From an optimization exercise on the open Yosys and OpenROAD flow, aimed at small area, a short achievable clock period and few clock cycles per item; shortcuts taken in it are not production practice.
Function was checked by simulation only, so behaviour that the tests miss may differ from the original.
Power figures rest on the tool's default switching activity, not on a simulated workload.

**flow/design.v**
```verilog
package sbpp_pkg;
  localparam int CFG_INDEX_W = 4;
  localparam int CFG_DATA_W  = 10;
  localparam int LENGTH_W    = 8;
  localparam int FACTOR_W    = 10;
  localparam int OFFSET_W    = 7;
  localparam int THRESH_SHIFT = 16;
  localparam logic [CFG_INDEX_W-1:0] REG_SECTION_LENGTH = 4'd0;
  localparam logic [CFG_INDEX_W-1:0] REG_STD_FACTOR     = 4'd1;
  localparam logic [LENGTH_W-1:0] LENGTH_RESET = 8'd128;
  localparam logic [FACTOR_W-1:0] FACTOR_RESET = 10'd256;
  typedef struct packed {
    logic [OFFSET_W-1:0] offset;
    logic                valid;
    logic                done;
  } beat_t;
endpackage
module section_beat_peak_picker #(
  parameter int SECTION_MAX = 128,
  parameter int SAMPLE_BITS = 16
) (
  input  logic                                   clk,
  input  logic                                   rst,
  input  logic                                   s_tvalid,
  output logic                                   s_tready,
  input  logic [((SAMPLE_BITS + 7) / 8) * 8-1:0] s_tdata,    
  output logic                                   m_tvalid,
  input  logic                                   m_tready,
  output logic [7:0]                             m_tdata,    
  output logic                                   m_tuser,    
  output logic                                   m_tlast,    
  input  logic                                   cfg_valid,
  output logic                                   cfg_ready,
  input  logic [sbpp_pkg::CFG_INDEX_W-1:0]       cfg_index,
  input  logic [sbpp_pkg::CFG_DATA_W-1:0]        cfg_data
);
  logic               in_v;
  logic signed [15:0] in_x;
  logic [14:0]        in_y;      
  logic               cf_v;
  logic [3:0]         cf_i;
  logic [9:0]         cf_d;
  logic               in_v_nx;
  assign in_v_nx   = s_tvalid && s_tready;
  assign cfg_ready = 1'b1;
  always_ff @(posedge clk) begin
    in_x <= s_tdata[15:0];
    in_y <= s_tdata[14:0] ^ {15{s_tdata[15]}};
    cf_i <= cfg_index;
    cf_d <= cfg_data;
    if (rst) begin
      in_v <= 1'b0;
      cf_v <= 1'b0;
    end else begin
      in_v <= in_v_nx;
      cf_v <= cfg_valid;
    end
  end
  logic [7:0] n_r, n_m1, n_m2;
  logic [9:0] k_r;
  logic [7:0] leff;
  logic       wr_len, wr_fac;
  assign wr_len = cf_v && (cf_i == 4'd0);
  assign wr_fac = cf_v && (cf_i == 4'd1);
  always_comb begin
    if (cf_d[7:0] == 8'd0)        leff = 8'd1;
    else if (cf_d[7:0] > 8'd128)  leff = 8'd128;
    else                          leff = cf_d[7:0];
  end
  always_ff @(posedge clk) begin
    if (rst) begin
      n_r  <= 8'd130;
      n_m1 <= 8'd129;
      n_m2 <= 8'd128;
      k_r  <= 10'd256;
    end else begin
      if (wr_len) begin
        n_r  <= leff + 8'd2;
        n_m1 <= leff + 8'd1;
        n_m2 <= leff;
      end
      if (wr_fac) k_r <= cf_d;
    end
  end
  logic [7:0]         pos;
  logic signed [15:0] xa, xb;
  logic [23:0]        s_sum;     
  logic [31:0]        sq_s, sq_c;     
  logic               sq_v, sq_first, sq_last;
  logic [30:0]        sq_t;           
  logic               sq2_v, sq2_first;
  logic [37:0]        q_sum;
  logic [6:0]         wptr, rptr, sec_base;
  logic [22:0]        fifo0 [32];
  logic [22:0]        fifo1 [32];
  logic               pk_q;
  logic [5:0]         pk_addr;
  logic [22:0]        pk_data;
  logic               ld_first, ld_last, pk_wr, sec_done;
  logic [6:0]         wptr_inc, end_ptr;
  logic [7:0]         pos_nx;
  logic [6:0]         wptr_nx;
  logic [31:0]        x_sq_s, x_sq_c;
  assign ld_first = (pos == 8'd0);
  assign ld_last  = (pos == n_m1);
  assign pk_wr    = in_v && (pos >= 8'd2) && (xa < xb) && (in_x < xb);
  assign sec_done = in_v && ld_last;
  assign wptr_inc = wptr + 7'd1;
  assign end_ptr  = pk_wr ? wptr_inc : wptr;
  function automatic logic [63:0] csa(input logic [31:0] a, input logic [31:0] b,
                                      input logic [31:0] c);
    csa = {a ^ b ^ c, ((a & b) | (a & c) | (b & c)) << 1};
  endfunction
  logic [14:0] sq_y;
  logic [31:0] pp [16];
  logic [31:0] l1 [11];
  logic [31:0] l2 [8];
  logic [31:0] l3 [6];
  logic [31:0] l4 [4];
  logic [31:0] l5 [3];
  assign sq_y = in_y;
  always_comb begin
    for (int i = 0; i < 15; i++) begin
      pp[i] = '0;
      pp[i][2*i] = sq_y[i];
      for (int j = i + 1; j < 15; j++) pp[i][i+j+1] = sq_y[i] & sq_y[j];
    end
    pp[15] = in_x[15] ? {16'd0, sq_y, 1'b1} : 32'd0;
    {l1[0], l1[1]} = csa(pp[0], pp[1], pp[2]);
    {l1[2], l1[3]} = csa(pp[3], pp[4], pp[5]);
    {l1[4], l1[5]} = csa(pp[6], pp[7], pp[8]);
    {l1[6], l1[7]} = csa(pp[9], pp[10], pp[11]);
    {l1[8], l1[9]} = csa(pp[12], pp[13], pp[14]);
    l1[10] = pp[15];
    {l2[0], l2[1]} = csa(l1[0], l1[1], l1[2]);
    {l2[2], l2[3]} = csa(l1[3], l1[4], l1[5]);
    {l2[4], l2[5]} = csa(l1[6], l1[7], l1[8]);
    l2[6] = l1[9];
    l2[7] = l1[10];
    {l3[0], l3[1]} = csa(l2[0], l2[1], l2[2]);
    {l3[2], l3[3]} = csa(l2[3], l2[4], l2[5]);
    l3[4] = l2[6];
    l3[5] = l2[7];
    {l4[0], l4[1]} = csa(l3[0], l3[1], l3[2]);
    {l4[2], l4[3]} = csa(l3[3], l3[4], l3[5]);
    {l5[0], l5[1]} = csa(l4[0], l4[1], l4[2]);
    l5[2] = l4[3];
    {x_sq_s, x_sq_c} = csa(l5[0], l5[1], l5[2]);
  end
  always_comb begin
    pos_nx  = pos;
    wptr_nx = wptr;
    if (in_v) begin
      pos_nx  = ld_last ? 8'd0 : pos + 8'd1;
      wptr_nx = end_ptr;
    end
    if (wr_len) begin
      pos_nx  = 8'd0;
      wptr_nx = sec_base;
    end
  end
  always_ff @(posedge clk) begin
    pk_q    <= pk_wr;
    pk_addr <= wptr[5:0];
    pk_data <= {xb, 7'(pos - 8'd2)};
    if (pk_q && !pk_addr[0]) fifo0[pk_addr[5:1]] <= pk_data;
    if (pk_q &&  pk_addr[0]) fifo1[pk_addr[5:1]] <= pk_data;
  end
  always_ff @(posedge clk) begin
    if (rst) begin
      pos      <= 8'd0;
      wptr     <= 7'd0;
      sec_base <= 7'd0;
      sq_v     <= 1'b0;
      sq2_v    <= 1'b0;
    end else begin
      pos  <= pos_nx;
      wptr <= wptr_nx;
      sq_v <= in_v;
      sq2_v <= sq_v;
      if (sec_done) sec_base <= end_ptr;
    end
  end
  always_ff @(posedge clk) begin
    if (in_v) begin
      xa       <= xb;
      xb       <= in_x;
      s_sum    <= (ld_first ? {1'b0, n_r, 15'd0} : s_sum) + 24'(in_x);
      sq_s     <= x_sq_s;
      sq_c     <= x_sq_c;
      sq_first <= ld_first;
      sq_last  <= ld_last;
    end
    if (sq_v) begin
      sq_t      <= 31'(sq_s + sq_c);
      sq2_first <= sq_first;
    end
    if (sq2_v) begin
      q_sum <= (sq2_first ? 38'd0 : q_sum) + 38'(sq_t);
    end
  end
  typedef enum logic [2:0] {
    TA_IDLE, TA_M1, TA_V, TA_KV, TA_DONE
  } ta_t;
  ta_t                ta_st;
  logic [3:0]         ta_cnt;
  logic [6:0]         ta_end;
  logic [37:0]        ta_q;
  logic [23:0]        ta_a;
  logic signed [25:0] aa_hi;
  logic [25:0]        aa_lo;
  logic signed [25:0] na_hi;
  logic [9:0]         na_lo;
  logic [37:0]        nq_hi;
  logic [7:0]         nq_lo;
  logic [7:0]         nn_hi;
  logic [7:0]         nn_lo;
  logic [44:0]        vv;         
  logic [9:0]         kk_hi, kk_lo;   
  logic signed [46:0] kv_hi;
  logic [21:0]        kv_lo;
  logic               ta_take;    
  logic               ta_busy, ta_busy_nx;
  function automatic logic [2:0] booth(input logic [2:0] b);
    case (b)
      3'b001, 3'b010: booth = 3'b001;
      3'b011:         booth = 3'b010;
      3'b100:         booth = 3'b110;
      3'b101, 3'b110: booth = 3'b101;
      default:        booth = 3'b000;
    endcase
  endfunction
  logic [2:0]         aa_d, na_d, kv_d;
  logic [25:0]        aa_m, na_m;
  logic [46:0]        kv_m;
  logic signed [26:0] aa_s, na_s;
  logic signed [47:0] kv_s;
  logic [23:0]        a_new;
  assign a_new = s_sum + 24'(in_x);
  always_comb begin
    aa_m = aa_d[1] ? {1'b0, ta_a, 1'b0} : aa_d[0] ? {2'b0, ta_a} : 26'd0;
    na_m = na_d[1] ? {1'b0, ta_a, 1'b0} : na_d[0] ? {2'b0, ta_a} : 26'd0;
    kv_m = kv_d[1] ? {1'b0, vv, 1'b0}   : kv_d[0] ? {2'b0, vv}   : 47'd0;
    aa_s = 27'(aa_hi) + (aa_d[2] ? ~{1'b0, aa_m} : {1'b0, aa_m}) + 27'(aa_d[2]);
    na_s = 27'(na_hi) + (na_d[2] ? ~{1'b0, na_m} : {1'b0, na_m}) + 27'(na_d[2]);
    kv_s = 48'(kv_hi) + (kv_d[2] ? ~{1'b0, kv_m} : {1'b0, kv_m}) + 48'(kv_d[2]);
  end
  assign ta_busy    = (ta_st != TA_IDLE);
  assign ta_busy_nx = (ta_busy && !ta_take) || sec_done;
  logic [38:0] nq_s;
  logic [8:0]  nn_s;
  logic [10:0] kk_s;
  assign nq_s = {1'b0, nq_hi} + (nq_lo[0] ? {1'b0, ta_q} : 39'd0);
  assign nn_s = {1'b0, nn_hi} + (nn_lo[0] ? {1'b0, n_r} : 9'd0);
  assign vv    = 45'({nq_hi, nq_lo});
  assign kk_hi = kv_lo[19:10];
  assign kk_lo = kv_lo[9:0];
  assign kk_s = {1'b0, kk_hi} + (kk_lo[0] ? {1'b0, k_r} : 11'd0);
  always_ff @(posedge clk) begin
    if (rst) begin
      ta_st <= TA_IDLE;
    end else begin
      case (ta_st)
        TA_IDLE: if (sec_done) ta_st <= TA_M1;
        TA_M1:   if (ta_cnt == 4'd12) ta_st <= TA_V;
        TA_V:    ta_st <= TA_KV;
        TA_KV:   if (ta_cnt == 4'd10) ta_st <= TA_DONE;
        TA_DONE: if (ta_take) ta_st <= TA_IDLE;
        default: ta_st <= TA_IDLE;
      endcase
    end
  end
  always_ff @(posedge clk) begin
    case (ta_st)
      TA_IDLE: if (sec_done) begin
        ta_end <= end_ptr;
        ta_a   <= a_new;
        ta_cnt <= 4'd0;
        aa_hi  <= '0;
        aa_lo  <= {2'b00, a_new};
        aa_d   <= booth({a_new[1:0], 1'b0});
        na_hi  <= '0;
        na_lo  <= {2'b00, n_r};
        na_d   <= booth({n_r[1:0], 1'b0});
        nq_hi  <= '0;
        nq_lo  <= n_r;
        nn_hi  <= '0;
        nn_lo  <= n_r;
        kv_lo  <= {12'd0, k_r};
      end
      TA_M1: begin
        ta_cnt <= ta_cnt + 4'd1;
        {aa_hi, aa_lo} <= {aa_s[26], aa_s[26:2], aa_s[1:0], aa_lo[25:2]};
        aa_d   <= booth({aa_lo[3:1]});
        if (ta_cnt < 4'd5) begin
          {na_hi, na_lo} <= {na_s[26], na_s[26:2], na_s[1:0], na_lo[9:2]};
          na_d  <= booth({na_lo[3:1]});
        end
        if (ta_cnt == 4'd2) ta_q <= q_sum;
        if (ta_cnt >= 4'd3 && ta_cnt < 4'd11) begin
          {nq_hi, nq_lo} <= {nq_s, nq_lo[7:1]};
        end
        if (ta_cnt < 4'd8) begin
          {nn_hi, nn_lo} <= {nn_s, nn_lo[7:1]};
        end
        if (ta_cnt == 4'd9) begin
          {na_hi, na_lo} <= 36'($signed({2'b0, na_val}) - $signed({3'b0, nn_val[14:0], 14'd0}));
        end
        if (ta_cnt < 4'd10) begin
          kv_lo[19:0] <= {kk_s, kk_lo[9:1]};
        end
      end
      TA_V: begin
        {nq_hi, nq_lo} <= 46'($signed({3'b0, nq_hi, nq_lo}) - $signed({1'b0, aa_val})
                     + $signed({t_val, 16'd0}));
        ta_cnt <= 4'd0;
        kv_hi <= '0;
        kv_d  <= booth({kk_lo[1:0], 1'b0});
      end
      TA_KV: begin
        ta_cnt <= ta_cnt + 4'd1;
        {kv_hi, kv_lo} <= {kv_s[47], kv_s[47:2], kv_s[1:0], kv_lo[21:2]};
        kv_d  <= booth({kv_lo[3:1]});
      end
      default: ;
    endcase
  end
  logic [48:0] w_val;     
  logic [47:0] aa_val;    
  logic [30:0] na_val;    
  logic [32:0] t_val;     
  logic [15:0] nn_val;    
  assign w_val  = {kv_hi[42:0], kv_lo[21:16]};
  assign aa_val = {aa_hi[21:0], aa_lo};
  assign na_val = {na_hi[20:0], na_lo};
  assign t_val  = {na_hi[22:0], na_lo};
  assign nn_val = {nn_hi, nn_lo};
  typedef enum logic [1:0] {TB_IDLE, TB_INIT, TB_SRCH, TB_DONE} tb_t;
  tb_t                tb_st;
  logic [3:0]         tb_cnt;
  logic signed [49:0] sr_r;
  logic signed [47:0] sr_x;     
  logic [46:0]        sr_y;
  logic [22:0]        sr_z;
  logic signed [24:0] sr_dm;
  logic [15:0]        sr_u;
  logic [6:0]         tb_end;
  logic               tb_take;    
  logic signed [24:0] sr_dc;
  logic signed [49:0] sr_rc;
  logic               sr_acc;
  logic signed [47:0] sr_xa, sr_xb;
  assign ta_take = (ta_st == TA_DONE) && (tb_st == TB_IDLE);
  assign sr_dc   = sr_dm + $signed({2'b0, sr_z});
  assign sr_rc   = sr_r + 50'(sr_x) + 50'(tb_st == TB_INIT);
  assign sr_acc  = sr_dc[24] || !sr_rc[49];
  assign sr_xa   = (sr_x >>> 1) + $signed({3'b0, sr_y[46:2]});
  assign sr_xb   = ((sr_x >>> 1) - $signed({1'b0, sr_y})) + $signed({3'b0, sr_y[46:2]});
  always_ff @(posedge clk) begin
    if (rst) begin
      tb_st <= TB_IDLE;
    end else begin
      case (tb_st)
        TB_IDLE: if (ta_take) tb_st <= TB_INIT;
        TB_INIT: tb_st <= TB_SRCH;
        TB_SRCH: if (tb_cnt == 4'd15) tb_st <= TB_DONE;
        TB_DONE: if (tb_take) tb_st <= TB_IDLE;
        default: tb_st <= TB_IDLE;
      endcase
    end
  end
  always_ff @(posedge clk) begin
    case (tb_st)
      TB_IDLE: begin
        sr_r   <= $signed({1'b0, w_val});
        sr_x   <= ~$signed({1'b0, aa_val[46:0]});
        sr_dm  <= ~$signed({1'b0, ta_a});
        tb_end <= ta_end;
        tb_cnt <= 4'd0;
      end
      TB_INIT: begin
        sr_r   <= sr_rc;
        sr_x   <= 48'($signed({t_val, 16'd0}));
        sr_y   <= {2'b0, nn_val[14:0], 30'd0};
        sr_z   <= {n_r, 15'd0};
      end
      TB_SRCH: begin
        tb_cnt <= tb_cnt + 4'd1;
        sr_u   <= {sr_u[14:0], sr_acc};
        if (sr_acc) begin
          sr_dm <= sr_dc;
          sr_r  <= sr_rc;
        end
        sr_x <= sr_acc ? sr_xb : sr_xa;
        sr_y <= sr_y >> 2;
        sr_z <= sr_z >> 1;
      end
      default: ;
    endcase
  end
  logic               sc_act;
  logic signed [15:0] sc_tx;
  logic [6:0]         sc_end;
  logic               adv, go;
  logic               is_ent, is_two, is_cls;
  logic [6:0]         rptr1;
  logic [4:0]         row0, row1;
  logic [6:0]         rptr_nx;
  logic [22:0]        rd0, rd1, rda, rdb;
  logic               p_v0, p_v1, p_cls, p_half;
  logic signed [15:0] p_val0, p_val1;
  logic [6:0]         p_off0, p_off1;
  logic               pend_v;
  logic [6:0]         pend_off;
  logic               h0, h1, need2;
  logic               emit, emit_last;
  logic [6:0]         emit_off;
  assign adv     = !m_tvalid || m_tready;
  assign tb_take = (tb_st == TB_DONE) && !sc_act;
  assign rptr1   = rptr + 7'd1;
  assign is_ent  = sc_act && (rptr != sc_end);
  assign is_two  = is_ent && (rptr1 != sc_end);
  assign is_cls  = sc_act && (rptr == sc_end);
  assign rd0     = fifo0[row0];
  assign rd1     = fifo1[row1];
  assign rptr_nx = !is_ent ? rptr : is_two ? rptr + 7'd2 : rptr1;
  assign rda     = rptr[0] ? rd1 : rd0;
  assign rdb     = rptr[0] ? rd0 : rd1;
  assign h0    = p_v0 && !p_half && (p_val0 > sc_tx);
  assign h1    = p_v1 && (p_val1 > sc_tx);
  assign need2 = h0 && h1 && pend_v;
  assign go    = adv && !need2;
  always_comb begin
    emit      = 1'b0;
    emit_last = 1'b0;
    emit_off  = pend_off;
    if (p_cls) begin
      emit      = 1'b1;
      emit_last = 1'b1;
    end else if (h0 && h1) begin
      emit     = 1'b1;
      emit_off = pend_v ? pend_off : p_off0;
    end else if (h0 || h1) begin
      emit     = pend_v;
    end
  end
  always_ff @(posedge clk) begin
    if (rst) begin
      sc_act   <= 1'b0;
      rptr     <= 7'd0;
      row0     <= 5'd0;
      row1     <= 5'd0;
      p_v0     <= 1'b0;
      p_v1     <= 1'b0;
      p_cls    <= 1'b0;
      p_half   <= 1'b0;
      pend_v   <= 1'b0;
      m_tvalid <= 1'b0;
    end else begin
      if (tb_take) begin
        sc_act <= 1'b1;
        sc_tx  <= $signed({~sr_u[15], sr_u[14:0]});
        sc_end <= tb_end;
      end
      if (adv) begin
        if (need2) begin
          p_half   <= 1'b1;
          pend_off <= p_off0;
        end else begin
          p_v0   <= is_ent;
          p_v1   <= is_two;
          p_cls  <= is_cls;
          p_half <= 1'b0;
          rptr <= rptr_nx;
          row0 <= rptr_nx[5:1] + 5'(rptr_nx[0]);
          row1 <= rptr_nx[5:1];
          if (is_cls) sc_act <= 1'b0;
          if (p_cls) begin
            pend_v <= 1'b0;
          end else if (h1) begin
            pend_v   <= 1'b1;
            pend_off <= p_off1;
          end else if (h0) begin
            pend_v   <= 1'b1;
            pend_off <= p_off0;
          end
        end
        m_tvalid <= emit;
        m_tdata  <= {1'b0, (emit_last && !pend_v) ? 7'd0 : emit_off};
        m_tuser  <= !emit_last || pend_v;
        m_tlast  <= emit_last;
      end
    end
  end
  always_ff @(posedge clk) begin
    if (go) begin
      p_val0 <= rda[22:7];
      p_off0 <= rda[6:0];
      p_val1 <= rdb[22:7];
      p_off1 <= rdb[6:0];
    end
  end
  logic [6:0] fill;
  logic       room, hold_last;
  assign fill      = wptr - rptr;
  assign room      = (fill < 7'd63) || (rptr == sec_base);
  assign hold_last = ta_busy_nx && ((pos_nx == n_m1) || (pos_nx == n_m2));
  always_ff @(posedge clk) begin
    if (rst) s_tready <= 1'b0;
    else     s_tready <= room && !hold_last;
  end
endmodule
```
**flow/flow/run.sh**
```bash
#!/bin/bash
set -euo pipefail
bash standard.sh SETUP_SLACK_MARGIN=6.5 finish > layout.log 2>&1
```
**flow/standard.sh**
```bash
#!/bin/bash
# synth_recipe.tcl (not shown) runs the flow's synth.tcl, then flattens the netlist and writes it again
# the make line also repeats each setting of config.mk as NAME=value (left out here)
make -C /OpenROAD-flow-scripts/flow DESIGN_CONFIG=/design/flow/config.mk WORK_HOME=/design/flow/orfs CLKGATE_MAP_FILE= SYNTH_SCRIPT=/design/flow/synth_recipe.tcl "${@:-finish}"
```
**flow/config.mk**
```make
export PLATFORM = sky130hd
export DESIGN_NAME = section_beat_peak_picker
export DESIGN_NICKNAME = section_beat_peak_picker
export VERILOG_FILES = /design/flow/design.v
export SDC_FILE = /design/flow/constraint.sdc
export NUM_CORES = 4
export LEC_CHECK = 0
export CAP_MARGIN = 20
export CORE_MARGIN = 2
export CORE_UTILIZATION = 70
export SLEW_MARGIN = 20
```
**flow/constraint.sdc**
```tcl
create_clock -name core_clock -period 10.5 [get_ports {clk}]
set_input_delay 2.1000 -clock core_clock [delete_from_list [all_inputs] [get_ports {clk}]]
set_output_delay 2.1000 -clock core_clock [all_outputs]
set_load 0.01 [all_outputs]
```
==> results.tsv <==
stage	metric	value	unit
finish	Post-Layout Inst Area	0.1421	mm2
global_routing	vias in the first global route	84810	
cts	TritonCTS clock tree	built	
detailed_routing	Post-Route WL	419.5	mm
timing	final setup vio count	0	
detailed_routing	DRT antenna net count	0	
setup_path	Worst setup SP type	register	
cts	TritonCTS buffer count	232	
timing	clock skew	142.7	ps
detailed_routing	drt wl/cell	34.35	um
cts	Max Root-Sink Buffers	3	
timing	Tmin final	4468	ps
detailed_routing	via count	87850	
synth	ys flop type	edfxtp_1	
synth	register area share after synthesis	0.5679	
setup_path	CP max stage cell	xnor2_1	
placement	I/O Buffers	45	
finish	Fill cells	9350	
die	Core ar.	0.1780	mm2
run_status	status	no timing/DRC/antenna violations	
synth	syn_area_per_cell	13.58	um2
global_routing	global-route wire length before repair	586.0	mm
timing	max-slew violation count	0	
cts	H-tree levels	4	
synth	Yosys warnings	7	
synth	EDFF count, synth	2256	
die	site row count	155	
global_routing	initial antenna violation count	31	
min_path	Hold Path Class	reg -> reg	
detailed_routing	DR DRC count	0	
run	MaxCap Viol Count	0	
placement	cell area after placement	0.1289	mm2
timing	Final Hold Fails	0	
timing	FMAX	0.2238	GHz
setup_path	worst-path fanout max	7	
timing	setup_tns	0	ps
finish	P&R area growth vs syn	13.48	%
die	IO Count	48	
finish	most common cell after layout, fill and taps aside	edfxtp_1	
global_routing	largest net degree at the start of global routing	132	
setup_path	kind of critical path	reg -> reg	
finish	fraction of layout cells with a size suffix above 1	0.1944	
setup_path	WP buf/inv	1	
detailed_routing	1st-iter DRT viols	14430	
timing	crit share post-route	0.4255	
global_routing	gr usage total	0.4490	
synth	Synth Instances	9223	
finish	fin nets	10510	
setup_path	crit path cell chain	buf_12 -> nor2b_1 -> ha_1 -> ha_1 -> a21o_1 -> a21o_1 -> a2111oi_4 -> o31ai_2 -> nor3_2 -> o31a_1 -> o31ai_2 -> a21oi_1 -> xnor2_1	
finish	most frequent cells in the layout	2256 x edfxtp_1, 623 x ha_1, 616 x inv_1	
synth	ys async rst share	0	
die	Die Height	427.0	um
cts	Skew-Pair Late Insertion Delay	1020	ps
cts	clk root buf	clkbuf_16	
die	chip width	427.0	um
timing	worst rel slew slack	0.1953	
synth	syn nets	10100	
global_routing	GR Overflow Total	0	
placement	HPWL Detailed	237.6	mm
detailed_routing	Vias/cell	7.195	
pwr	P_leak	52.37	nW
synth	mapped cell area	0.1252	mm2
setup_path	CP arrival	5070	ps
placement	GPL Wtd Cong	0.9526	
setup_path	CP required	11100	ps
setup_path	CP endpoint kind	register	
cts	clk slew on worst S/H paths	90	ps
synth	Synth Register Bits	2425	
die	Die Footprint	0.1823	mm2
setup_path	CP delay by family, top	compound AO/OA/AOI/OAI gates	
cts	Clock Sinks	2425	
synth	Synth cell types	108	
timing	RSZ-0062 raised after global routing	yes	
pwr	maximum vdd ir drop	0.2239	mV
detailed_routing	TritonRoute pass-1 iters	12	
die	Initial Utilization	0.7035	
pwr	P per Cell Area	199.8	mW/mm2
setup_path	CP max stage delay	880	ps
timing	Slew @ Worst Pin	1203	ps
==> synth_stat cells, types with 107 or more instances <==
cell type     n  area [um2]
a21o_1      232        1742
a21oi_1     490        2452
and2_1      236        1476
clkbuf_1    272        1021
dfxtp_1     169        3383
edfxtp_1   2256       67740
fa_1        161        3223
ha_1        677        8471
inv_1       647        2429
mux2i_1     159        1592
mux4_2      460       10360
nand2_1     510        1914
nand3_1     138       690.7
nor2_1      521        1956
nor2b_1     121       757.0
nor3_1      107       535.5
o21ai_0     344        1722
xnor2_1     362        3171
xor2_1      248        2172
==> final cells by class <==
class,instances,area [um2],area share
multi-input cells,5802,52810,0.3715
diodes,15,37.54,0.0002641
clock inverters,147,1770,0.01246
clock buffers,291,6148,0.04326
repair buffers,525,4705,0.03310
flip-flops and latches,2425,71260,0.5014
inverters,650,2449,0.01723
well taps,2355,2947,0.02073
==> state kept, by name, indices dropped and copies added (netlist names), 38 cells and up, named ones only <==
register  cells
fifo0       736
q_sum        38
fifo1       736
sr_x         48
sr_y         45
ta_q         38
kv_hi        46
sr_r         50
nq_hi        38
==> worst reg2reg max path: stages (launching register included) <==
cell,delay [ps]
edfxtp_1,440
buf_12,170
nor2b_1,120
ha_1,170
ha_1,200
a21o_1,130
a21o_1,210
a2111oi_4,120
o31ai_2,330
nor3_2,140
o31a_1,350
o31ai_2,670
a21oi_1,220
xnor2_1,880
==> power by group <==
part	internal, W	total (W)	leakage, nW	switching, W
Combinational	0.00327	0.00808	26.6	0.00481
Sequential	0.0110	0.0113	22.0	0.000318
Clock	0.00490	0.00905	3.82	0.00415
Total	0.0191	0.0284	52.4	0.00928
==> worst paths after layout <==
kind	start	endpoint	slack (ps)	depth (start not counted)
max reg2reg	sq2_first$_DFFE_PP_	q_sum[24]$_DFFE_PP_	6030	13
min	xb[3]$_DFFE_PP_	pk_data[10]$_DFF_P_	400	0
min reg2reg	xb[3]$_DFFE_PP_	pk_data[10]$_DFF_P_	400	0
max	sq2_first$_DFFE_PP_	q_sum[24]$_DFFE_PP_	6030	13
==> per-stage QoR <==
stage                     setup slack (ps)    util  hold WS [ps]  instances  total power [W]
after detailed placement              5371  0.7241         383.8      11440          0.01784
after floorplan                       6322       -         363.6       9223          0.01616
after CTS                             6402  0.7819         386.5      12030          0.02739
after global placement                5575  0.7241         373.6      11440          0.01769
after global routing                  6055  0.7981         405.3      12200          0.02921
final                                 6032  0.7983         402.2      12210          0.02840
==> per-layer routing <==
layer	up-vias	track usage	share of wire
met5	-	0.003704	0.00088
met4	24	0.2975	0.084
met3	1992	0.1241	0.14
met2	7584	0.6839	0.45
met1	42750	0.5684	0.33
li1	35490	-	-
==> timing repair <==
item / in CTS / in global routing
hold buffers: 0 / 0
gates resized for setup: 235 / 377
endpoints found under the setup margin: 283 / 208
setup buffers: 145 / 161
cloned: 9 / 6
pin swaps: 86 / 235
==> kinds of logic after synthesis <==
kind of cell,synth area share
XOR/XNOR,0.04266
AND/OR/NAND/NOR,0.07522
other,0.00005996
flip-flops,0.5679
multiplexers,0.1006
buffers and inverters,0.03032
adder cells (fa/ha/maj),0.09345
AO/OA/AOI/OAI,0.08971
Testbench counts, summed over its fixed seeds: cycles 18,343, sections 192.

## port drivers added, routing unchanged
Ports are ideal in the flow. The routed layout listed here was re-timed in OpenROAD.
Step 1 (the two cells are an assumption about what drives the block):
set clk [get_ports {clk}]
set_driving_cell -lib_cell sky130_fd_sc_hd__clkbuf_16 $clk
set_driving_cell -lib_cell sky130_fd_sc_hd__buf_2 [delete_from_list [all_inputs] $clk]
Step 2 also shifts input and output timing later by t, the mid clock arrival at the registers, as if the neighbouring blocks saw the same clock.
Three values: ideal ports, drivers, drivers and shift; two values: the first two.
t, ns: 1.069
setup WS [ns]: 6.032 / 6.032 / 5.833
worst hold slack (ns): 0.402 / 0.402 / 0.402
After both steps setup and hold are still met in this run. For this run, drivers alone change the setup slack by 0.000 ns; drivers and shift together by -0.199 ns.
